Background: an optimization exercise with open tools, aiming at small area and a short achievable clock period. Do not read the settings as production practice.
The RTL was checked by simulation tests, not by an equivalence proof against the original design.
Power figures rest on the tool's default switching activity, not on a simulated workload.

## flow/design.v

```verilog
package cpu_pkg;
    typedef logic [31:0] word_t;      
    typedef logic [4:0]  reg_addr_t;  
    typedef logic [31:0] inst_t;      
    typedef logic [5:0]  opcode_t;    
    typedef logic [5:0]  funct_t;     
    localparam opcode_t OP_SPECIAL = 6'b000000;  
    localparam opcode_t OP_ANDI    = 6'b001100;
    localparam opcode_t OP_ORI     = 6'b001101;
    localparam opcode_t OP_XORI    = 6'b001110;
    localparam opcode_t OP_LUI     = 6'b001111;
    localparam opcode_t OP_PREF    = 6'b110011;  
    localparam funct_t FN_AND  = 6'b100100;
    localparam funct_t FN_OR   = 6'b100101;
    localparam funct_t FN_XOR  = 6'b100110;
    localparam funct_t FN_NOR  = 6'b100111;
    localparam funct_t FN_SLL  = 6'b000000;  
    localparam funct_t FN_SRL  = 6'b000010;
    localparam funct_t FN_SRA  = 6'b000011;
    localparam funct_t FN_SLLV = 6'b000100;
    localparam funct_t FN_SRLV = 6'b000110;
    localparam funct_t FN_SRAV = 6'b000111;
    localparam funct_t FN_SYNC = 6'b001111;
    typedef enum logic [3:0] {
        ALU_NOP = 4'd0,
        ALU_AND = 4'd1,
        ALU_OR  = 4'd2,
        ALU_XOR = 4'd3,
        ALU_NOR = 4'd4,
        ALU_LUI = 4'd5,  
        ALU_SLL = 4'd6,
        ALU_SRL = 4'd7,
        ALU_SRA = 4'd8
    } alu_op_e;
    typedef struct packed {
        alu_op_e   alu_op;
        logic      rd1_en;    
        reg_addr_t rd1_addr;
        logic      rd2_en;    
        reg_addr_t rd2_addr;
        logic      wr_en;
        reg_addr_t wr_addr;
        word_t     imm;
    } dec_t;
    typedef struct packed {
        alu_op_e   alu_op;
        word_t     src1;
        word_t     src2;
        logic      wr_en;
        reg_addr_t wr_addr;
    } id_ex_t;
    typedef struct packed {
        logic      wr_en;
        reg_addr_t wr_addr;
        word_t     data;
    } wb_t;
endpackage
`timescale 1ns/1ps
module inst_decoder
(
    input  cpu_pkg::inst_t i_inst,
    output cpu_pkg::dec_t  o_dec
);
    cpu_pkg::opcode_t     op;
    cpu_pkg::funct_t      funct;
    cpu_pkg::reg_addr_t   rs;
    cpu_pkg::reg_addr_t   rt;
    cpu_pkg::reg_addr_t   rd;
    logic [4:0]  sa;
    logic [15:0] imm16;
    assign op    = i_inst[31:26];
    assign rs    = i_inst[25:21];
    assign rt    = i_inst[20:16];
    assign rd    = i_inst[15:11];
    assign sa    = i_inst[10:6];
    assign funct = i_inst[5:0];
    assign imm16 = i_inst[15:0];
    function automatic cpu_pkg::alu_op_e fn_to_op(input cpu_pkg::funct_t fn);
        case (fn)
            cpu_pkg::FN_AND:          fn_to_op = cpu_pkg::ALU_AND;
            cpu_pkg::FN_OR:           fn_to_op = cpu_pkg::ALU_OR;
            cpu_pkg::FN_XOR:          fn_to_op = cpu_pkg::ALU_XOR;
            cpu_pkg::FN_NOR:          fn_to_op = cpu_pkg::ALU_NOR;
            cpu_pkg::FN_SLL, cpu_pkg::FN_SLLV: fn_to_op = cpu_pkg::ALU_SLL;
            cpu_pkg::FN_SRL, cpu_pkg::FN_SRLV: fn_to_op = cpu_pkg::ALU_SRL;
            cpu_pkg::FN_SRA, cpu_pkg::FN_SRAV: fn_to_op = cpu_pkg::ALU_SRA;
            default:         fn_to_op = cpu_pkg::ALU_NOP;
        endcase
    endfunction
    always_comb
    begin
        o_dec          = '0;
        o_dec.alu_op   = cpu_pkg::ALU_NOP;
        case (op)
            cpu_pkg::OP_SPECIAL:
            begin
                case (funct)
                    cpu_pkg::FN_AND, cpu_pkg::FN_OR, cpu_pkg::FN_XOR, cpu_pkg::FN_NOR:
                    begin
                        o_dec.alu_op   = fn_to_op(funct);
                        o_dec.rd1_en   = 1'b1;  
                        o_dec.rd1_addr = rs;
                        o_dec.rd2_en   = 1'b1;  
                        o_dec.rd2_addr = rt;
                        o_dec.wr_en    = 1'b1;
                        o_dec.wr_addr  = rd;
                    end
                    cpu_pkg::FN_SLL, cpu_pkg::FN_SRL, cpu_pkg::FN_SRA:
                    begin
                        o_dec.alu_op   = fn_to_op(funct);
                        o_dec.rd1_en   = 1'b1;  
                        o_dec.rd1_addr = rt;
                        o_dec.imm      = {27'b0, sa};  
                        o_dec.wr_en    = 1'b1;
                        o_dec.wr_addr  = rd;
                    end
                    cpu_pkg::FN_SLLV, cpu_pkg::FN_SRLV, cpu_pkg::FN_SRAV:
                    begin
                        o_dec.alu_op   = fn_to_op(funct);
                        o_dec.rd1_en   = 1'b1;
                        o_dec.rd1_addr = rt;
                        o_dec.rd2_en   = 1'b1;  
                        o_dec.rd2_addr = rs;
                        o_dec.wr_en    = 1'b1;
                        o_dec.wr_addr  = rd;
                    end
                    cpu_pkg::FN_SYNC: ;   
                    default: ;   
                endcase
            end
            cpu_pkg::OP_ANDI, cpu_pkg::OP_ORI, cpu_pkg::OP_XORI:
            begin
                case (op)
                    cpu_pkg::OP_ANDI: o_dec.alu_op = cpu_pkg::ALU_AND;
                    cpu_pkg::OP_ORI:  o_dec.alu_op = cpu_pkg::ALU_OR;
                    default: o_dec.alu_op = cpu_pkg::ALU_XOR;
                endcase
                o_dec.rd1_en   = 1'b1;
                o_dec.rd1_addr = rs;
                o_dec.imm      = {16'h0000, imm16};  
                o_dec.wr_en    = 1'b1;
                o_dec.wr_addr  = rt;
            end
            cpu_pkg::OP_LUI:
            begin
                o_dec.alu_op  = cpu_pkg::ALU_LUI;
                o_dec.imm     = {imm16, 16'h0000};  
                o_dec.wr_en   = 1'b1;
                o_dec.wr_addr = rt;
            end
            cpu_pkg::OP_PREF: ;       
            default: ;       
        endcase
        if (o_dec.wr_addr == '0)
        begin
            o_dec.wr_en  = 1'b0;
            o_dec.alu_op = cpu_pkg::ALU_NOP;
        end
    end
endmodule
`timescale 1ns/1ps
module id_stage
(
    input  logic      clk,
    input  logic      rst,
    input  cpu_pkg::inst_t     i_inst,
    output cpu_pkg::reg_addr_t o_rd1_addr,
    output cpu_pkg::reg_addr_t o_rd2_addr,
    input  cpu_pkg::word_t     i_rd1_data,
    input  cpu_pkg::word_t     i_rd2_data,
    input  cpu_pkg::wb_t       i_ex_fwd,   
    input  cpu_pkg::wb_t       i_mem_fwd,  
    output cpu_pkg::id_ex_t    o_id_ex
);
    cpu_pkg::dec_t  dec;
    cpu_pkg::word_t src1;
    cpu_pkg::word_t src2;
    inst_decoder u_dec
    (
        .i_inst (i_inst),
        .o_dec  (dec)
    );
    assign o_rd1_addr = dec.rd1_addr;
    assign o_rd2_addr = dec.rd2_addr;
    function automatic cpu_pkg::word_t pick_src(
        input logic      en,
        input cpu_pkg::reg_addr_t addr,
        input cpu_pkg::word_t     rf_data,
        input cpu_pkg::word_t     imm,
        input cpu_pkg::wb_t       ex_fwd,
        input cpu_pkg::wb_t       mem_fwd
    );
        if (!en)
            pick_src = imm;
        else if (ex_fwd.wr_en && ex_fwd.wr_addr == addr)
            pick_src = ex_fwd.data;   
        else if (mem_fwd.wr_en && mem_fwd.wr_addr == addr)
            pick_src = mem_fwd.data;  
        else
            pick_src = rf_data;
    endfunction
    assign src1 = pick_src(dec.rd1_en, dec.rd1_addr, i_rd1_data, dec.imm, i_ex_fwd, i_mem_fwd);
    assign src2 = pick_src(dec.rd2_en, dec.rd2_addr, i_rd2_data, dec.imm, i_ex_fwd, i_mem_fwd);
    always_ff @(posedge clk)
    begin
        o_id_ex.src1    <= src1;
        o_id_ex.src2    <= src2;
        o_id_ex.wr_addr <= dec.wr_addr;
        if (rst)
        begin
            o_id_ex.wr_en  <= 1'b0;
            o_id_ex.alu_op <= cpu_pkg::ALU_NOP;  
        end
        else
        begin
            o_id_ex.wr_en  <= dec.wr_en;
            o_id_ex.alu_op <= dec.alu_op;
        end
    end
endmodule
`timescale 1ns/1ps
module ex_stage
(
    input  logic   clk,
    input  logic   rst,
    input  cpu_pkg::id_ex_t i_id_ex,
    output cpu_pkg::wb_t    o_ex_fwd,  
    output cpu_pkg::wb_t    o_mem      
);
    logic [4:0] shamt;
    cpu_pkg::word_t      result;
    assign shamt = i_id_ex.src2[4:0];  
    always_comb
    begin
        case (i_id_ex.alu_op)
            cpu_pkg::ALU_AND: result = i_id_ex.src1 & i_id_ex.src2;
            cpu_pkg::ALU_OR:  result = i_id_ex.src1 | i_id_ex.src2;
            cpu_pkg::ALU_XOR: result = i_id_ex.src1 ^ i_id_ex.src2;
            cpu_pkg::ALU_NOR: result = ~(i_id_ex.src1 | i_id_ex.src2);
            cpu_pkg::ALU_LUI: result = i_id_ex.src2;           
            cpu_pkg::ALU_SLL: result = i_id_ex.src1 << shamt;
            cpu_pkg::ALU_SRL: result = i_id_ex.src1 >> shamt;  
            cpu_pkg::ALU_SRA: result = cpu_pkg::word_t'($signed(i_id_ex.src1) >>> shamt);  
            default: result = '0;                     
        endcase
    end
    always_comb
    begin
        o_ex_fwd.wr_en   = i_id_ex.wr_en;
        o_ex_fwd.wr_addr = i_id_ex.wr_addr;
        o_ex_fwd.data    = result;
    end
    always_ff @(posedge clk)
    begin
        o_mem.wr_addr <= o_ex_fwd.wr_addr;
        o_mem.data    <= o_ex_fwd.data;
        if (rst)
            o_mem.wr_en <= 1'b0;
        else
            o_mem.wr_en <= o_ex_fwd.wr_en;
    end
endmodule
`timescale 1ns/1ps
module regfile
(
    input  logic      clk,
    input  logic      rst,
    input  cpu_pkg::reg_addr_t i_rd1_addr,
    input  cpu_pkg::reg_addr_t i_rd2_addr,
    output cpu_pkg::word_t     o_rd1_data,
    output cpu_pkg::word_t     o_rd2_data,
    input  cpu_pkg::wb_t       i_wr        
);
    cpu_pkg::word_t regs [32];
    always_ff @(posedge clk)
    begin
        if (rst)
        begin
            for (int i = 0; i < 32; i++)
                regs[i] <= '0;  
        end
        else if (i_wr.wr_en && i_wr.wr_addr != '0)  
        begin
            regs[i_wr.wr_addr] <= i_wr.data;
        end
    end
    assign o_rd1_data = regs[i_rd1_addr];
    assign o_rd2_data = regs[i_rd2_addr];
endmodule
`timescale 1ns/1ps
module cpu_core
(
    input  logic  clk,
    input  logic  rst,
    input  cpu_pkg::inst_t       i_inst,     
    output logic        o_wr_en,    
    output logic [4:0]  o_wr_addr,
    output logic [31:0] o_wr_data
);
    cpu_pkg::wb_t       o_wb;
    assign o_wr_en   = o_wb.wr_en;
    assign o_wr_addr = o_wb.wr_addr;
    assign o_wr_data = o_wb.data;
    cpu_pkg::reg_addr_t rd1_addr;
    cpu_pkg::reg_addr_t rd2_addr;
    cpu_pkg::word_t     rd1_data;
    cpu_pkg::word_t     rd2_data;
    cpu_pkg::wb_t       ex_fwd;
    cpu_pkg::id_ex_t    id_ex;
    id_stage u_id
    (
        .clk        (clk),
        .rst        (rst),
        .i_inst     (i_inst),
        .o_rd1_addr (rd1_addr),
        .o_rd2_addr (rd2_addr),
        .i_rd1_data (rd1_data),
        .i_rd2_data (rd2_data),
        .i_ex_fwd   (ex_fwd),
        .i_mem_fwd  (o_wb),      
        .o_id_ex    (id_ex)
    );
    ex_stage u_ex
    (
        .clk      (clk),
        .rst      (rst),
        .i_id_ex  (id_ex),
        .o_ex_fwd (ex_fwd),
        .o_mem    (o_wb)
    );
    regfile u_rf
    (
        .clk        (clk),
        .rst        (rst),
        .i_rd1_addr (rd1_addr),
        .i_rd2_addr (rd2_addr),
        .o_rd1_data (rd1_data),
        .o_rd2_data (rd2_data),
        .i_wr       (o_wb)       
    );
endmodule
```

## flow/run.sh

```bash
#!/bin/bash
# synth_recipe.tcl (not shown) runs the flow's synth.tcl, then flattens the netlist and writes it again
# the make line also repeats each setting of config.mk as NAME=value (left out here)
make -C /OpenROAD-flow-scripts/flow DESIGN_CONFIG=/design/flow/config.mk WORK_HOME=/design/flow/orfs CLKGATE_MAP_FILE= SYNTH_SCRIPT=/design/flow/synth_recipe.tcl finish
```

## flow/config.mk

```make
export PLATFORM = sky130hd
export DESIGN_NAME = cpu_core
export DESIGN_NICKNAME = cpu_core
export VERILOG_FILES = /design/flow/design.v
export SDC_FILE = /design/flow/constraint.sdc
export NUM_CORES = 4
export LEC_CHECK = 0
export CAP_MARGIN = 20
export CORE_MARGIN = 2
export CORE_UTILIZATION = 30
export SLEW_MARGIN = 20
```

## flow/constraint.sdc

```tcl
create_clock -name core_clock -period 5.0 [get_ports {clk}]
set_input_delay 1.0000 -clock core_clock [delete_from_list [all_inputs] [get_ports {clk}]]
set_output_delay 1.0000 -clock core_clock [all_outputs]
set_load 0.01 [all_outputs]
```

==> run notes <==
status=finished clean; Leak=~28 nW; Setup Skew=about 0.042 ns; Clock Power Share=41.9%; Bufs on Longest Clock Path=3; Simple-Gate Fraction of Synth Area=between 20% and 30%; synth warn=4; GRT Overall Usage=between 20% and 30%; Fillers=~22000; CTS buffer count=between 100 and 150; # IOs=roughly 70; CP Launch Type=flip-flop; largest net degree at the start of global routing=between 70 and 80; HP Class=flip-flop to flip-flop; post-synth top area cell=edfxtp_1; largest family of logic cells by synthesized area=simple AND/OR/NAND/NOR gates; synth top area cells=edfxtp_1 46%, and2_1 9.0%, nand2_1 6.5%, dfxtp_1 3.4%, nand3_1 2.6%; P_int=~0.016 W; Mapped Avg Cell Area=~10 um^2; setup bufs post-CTS=0; asr flop ratio synth=0%; synthesized cell area=66200 um^2; core area=220000 um^2; CTS tree=done; busiest grt layer=met2; Worst slew margin=approximately a tenth; post-synthesis mux area share=approximately 4.8%; flops & latches, synth=1136; chip height=474 um; XOR/XNOR Fraction of Synth Area=less than 1%; post-cts gate resize count=0; Post-Synthesis Cells=between 6000 and 7000; vias=63600; CTS root buf=clkbuf_16; pre-CTS setup slack=-0.249 ns; Worst EP required=roughly 5.7 ns; Synth top cells by count=1145 x nand2_1, 1024 x edfxtp_1, 948 x and2_1; Setup CP Type=flip-flop to flip-flop; Clock Latency Late Sink=a little over 0.8 ns; placed instance area=roughly 73000 um^2; Worst-path clk slew=around 0.06 ns; met1 Track Usage GR=37.4%; Buffers on Ports=71; Area Growth Syn to Fin=16.6%; period utilisation layout=a little over nine tenths; Synth top area share=46.4%; gpl congestion=just over 1; Crit Path Max Fanout=27; part of the power in registers=49.3%; number of global-route vias before repair=about 58000; RSZ-0062 raised after global routing=false; Final Worst Setup Slack=approximately 0.21 ns; Slew Limit Fails=0; share of layout cells above drive strength 1=13.2%; Iteration-0 DRC Markers=roughly 13000; width of the die=about 470 um; Std-Cell Rows=~170; gr ovfl total=0; Compound-Gate Fraction of Synth Area=15.3%; antenna violations before repair=36; switch share=about 26%; Post-Route Utilization=35.2%; H-tree depth=3; maximum VDD drop=just under 300 uV; crit path capture type=flip-flop; pwr dens=around 290 nW/um^2; DRC Markers=0; # setup viols final=0; final std cell area, no fill=a little under 80000 um^2; Routed Antenna Nets=0; Least-Margin Pin Slew=about 1.3 ns; ys flop type=edfxtp_1; Gate power share=under 10%; Hold WS=around 0.44 ns; Final HPWL DP=224000 um; Synth Area in Adders=under 10%; upper clock frequency limit=~0.21 GHz; Pre-antenna DRT Iters=13; minimum clock period=4.79 ns; die area=between 200000 and 250000 um^2; global-route wire length before repair=about 470000 um; Max Cap Violations=0; number of synthesized flops with an enable pin=1024; Worst Path Arrival=between 5 and 6 ns; met3 global-route usage=around 11%; DR WL/cell=roughly 35 um; Net Sw Power=between 0.005 and 0.006 W; WL final=between 300000 and 400000 um; Final Hold Viols=0; sequential-to-total area share from yosys stat=about 50%; Unique masters post-synth=96; Via density=approximately 6.4; initial core utilization=30.2%; count leader, synth=nand2_1; met2 Use GR=between 40 and 50%; CTS Hold Buffers Added=0; clock sinks=1136; Final #Nets=just under 7000; Power Total=approximately 0.022 W
-- layout make-up --
type	count	area, um^2	area share (%)
multi-input cells	4933	30600	39.6
repair buffers	588	5690	7.37
well taps	2871	3590	4.65
clock buffers	166	3360	4.36
flip-flops and latches	1136	33000	42.8
clock inverters	56	584	0.757
inverters	82	308	0.399
diodes	34	85.1	0.110
-- cell usage in the layout, fill, tap and decap left out, types with 60 or more instances in the layout --
cell type | netlist | routed
buf_4 | 18 | 431
a211oi_1 | 197 | 197
inv_1 | 80 | 77
a31oi_1 | 188 | 188
nand2_1 | 1145 | 1142
nor2_1 | 181 | 144
dfxtp_1 | 112 | 108
edfxtp_1 | 1024 | 1024
mux2i_1 | 141 | 141
and2_1 | 948 | 947
buf_12 | 0 | 86
nand3_1 | 345 | 344
a22oi_1 | 60 | 60
mux4_2 | 69 | 69
a21oi_1 | 189 | 189
o221ai_1 | 168 | 167
clkbuf_16 | 0 | 122
ha_1 | 65 | 65
clkdlybuf4s50_1 | 0 | 70
nor3_1 | 122 | 118
o22ai_1 | 179 | 179
and3_1 | 187 | 187
o21ai_0 | 235 | 232
-- routing by layer --
layer / vias up / wire length, um
li1: 25200 / -
met3: 1604 / 53100
met5: - / 319
met4: 24 / 29200
met1: 30500 / 123000
met2: 6291 / 142000
-- stage by stage --
step           instances  setup TNS (ns)
2_1_floorplan       6841               0
3_3_place_gp        9609           -1.26
3_5_place_dp        9609          -0.968
4_1_cts             9831               0
5_1_grt             9835               0
6_report            9866               0
-- critical path, stage by stage (launching register included) --
cell      delay, ns
dfxtp_2        0.88
buf_4          0.43
inv_2          0.22
mux2i_1        0.37
a21oi_1        0.19
a21oi_1        0.37
a21oi_1        0.20
a211oi_1       0.44
inv_1          0.26
a222oi_1       1.08
nand2_1        0.11
-- path summary, 6_finish.rpt --
check                  startpoint          endpoint  slack (ns)  cells past startpoint
setup / recovery  u_id.o_id_ex[7]  u_id.o_id_ex[62]        0.21                     10
hold / removal    u_id.o_id_ex[2]    u_ex.o_mem[34]        0.44                      0
setup reg to reg  u_id.o_id_ex[7]  u_id.o_id_ex[62]        0.21                     10
hold reg to reg   u_id.o_id_ex[2]    u_ex.o_mem[34]        0.44                      0
-- power groups by stage --
stage	clock network, W	registers [W]	logic [W]
after floorplan	0	0.0110	0.000885
after detailed placement	0	0.0111	0.00183
after global placement	0	0.0111	0.00183
after CTS	0.00925	0.0109	0.00184
after global routing	0.00959	0.0110	0.00197
final	0.00929	0.0110	0.00195
-- kinds of logic (layout without fill, tap and decap cells) --
logic type               after synthesis  count (layout)
AND/OR/NAND/NOR                     3111            3111
XOR/XNOR                              14              14
multiplexers                         226             226
flip-flops                          1136            1136
other                                  1              66
adder cells (fa/ha/maj)               65              65
buffers and inverters                772             892
AO/OA/AOI/OAI                       1485            1485
-- flip-flops by register name (all words and copies together) (netlist names) --
name / cells
u_rf.regs: 1024
u_ex.o_mem: 38
u_id.o_id_ex: 74

## what the ideal ports hide
The flow's constraints put no driver on any port. The routed layout listed below was extracted and timed again, unchanged, in two steps.
Step 1 sets driving cells, clkbuf_16 on the clock port and buf_2 on the other inputs (assumed; they add their load-dependent delay and slew).
Step 2, shift: input delay + t, output delay - t, t = (earliest + latest rising clock arrival at the registers) / 2. This alone moves slack from input paths to output paths.
a / b / c = no drivers / after step 1 / after step 2; a / b = the first two.
t (ns): 0.895
slack for setup (ns): 0.211 / 0.211 / -0.571
worst data-port slew with drivers (ns): 0.11
pins driven straight from the clock port: 1
Met with ideal ports but missed after step 2: setup timing in this run. For this run, drivers alone change the setup slack by 0.000 ns; drivers and shift together by -0.782 ns.
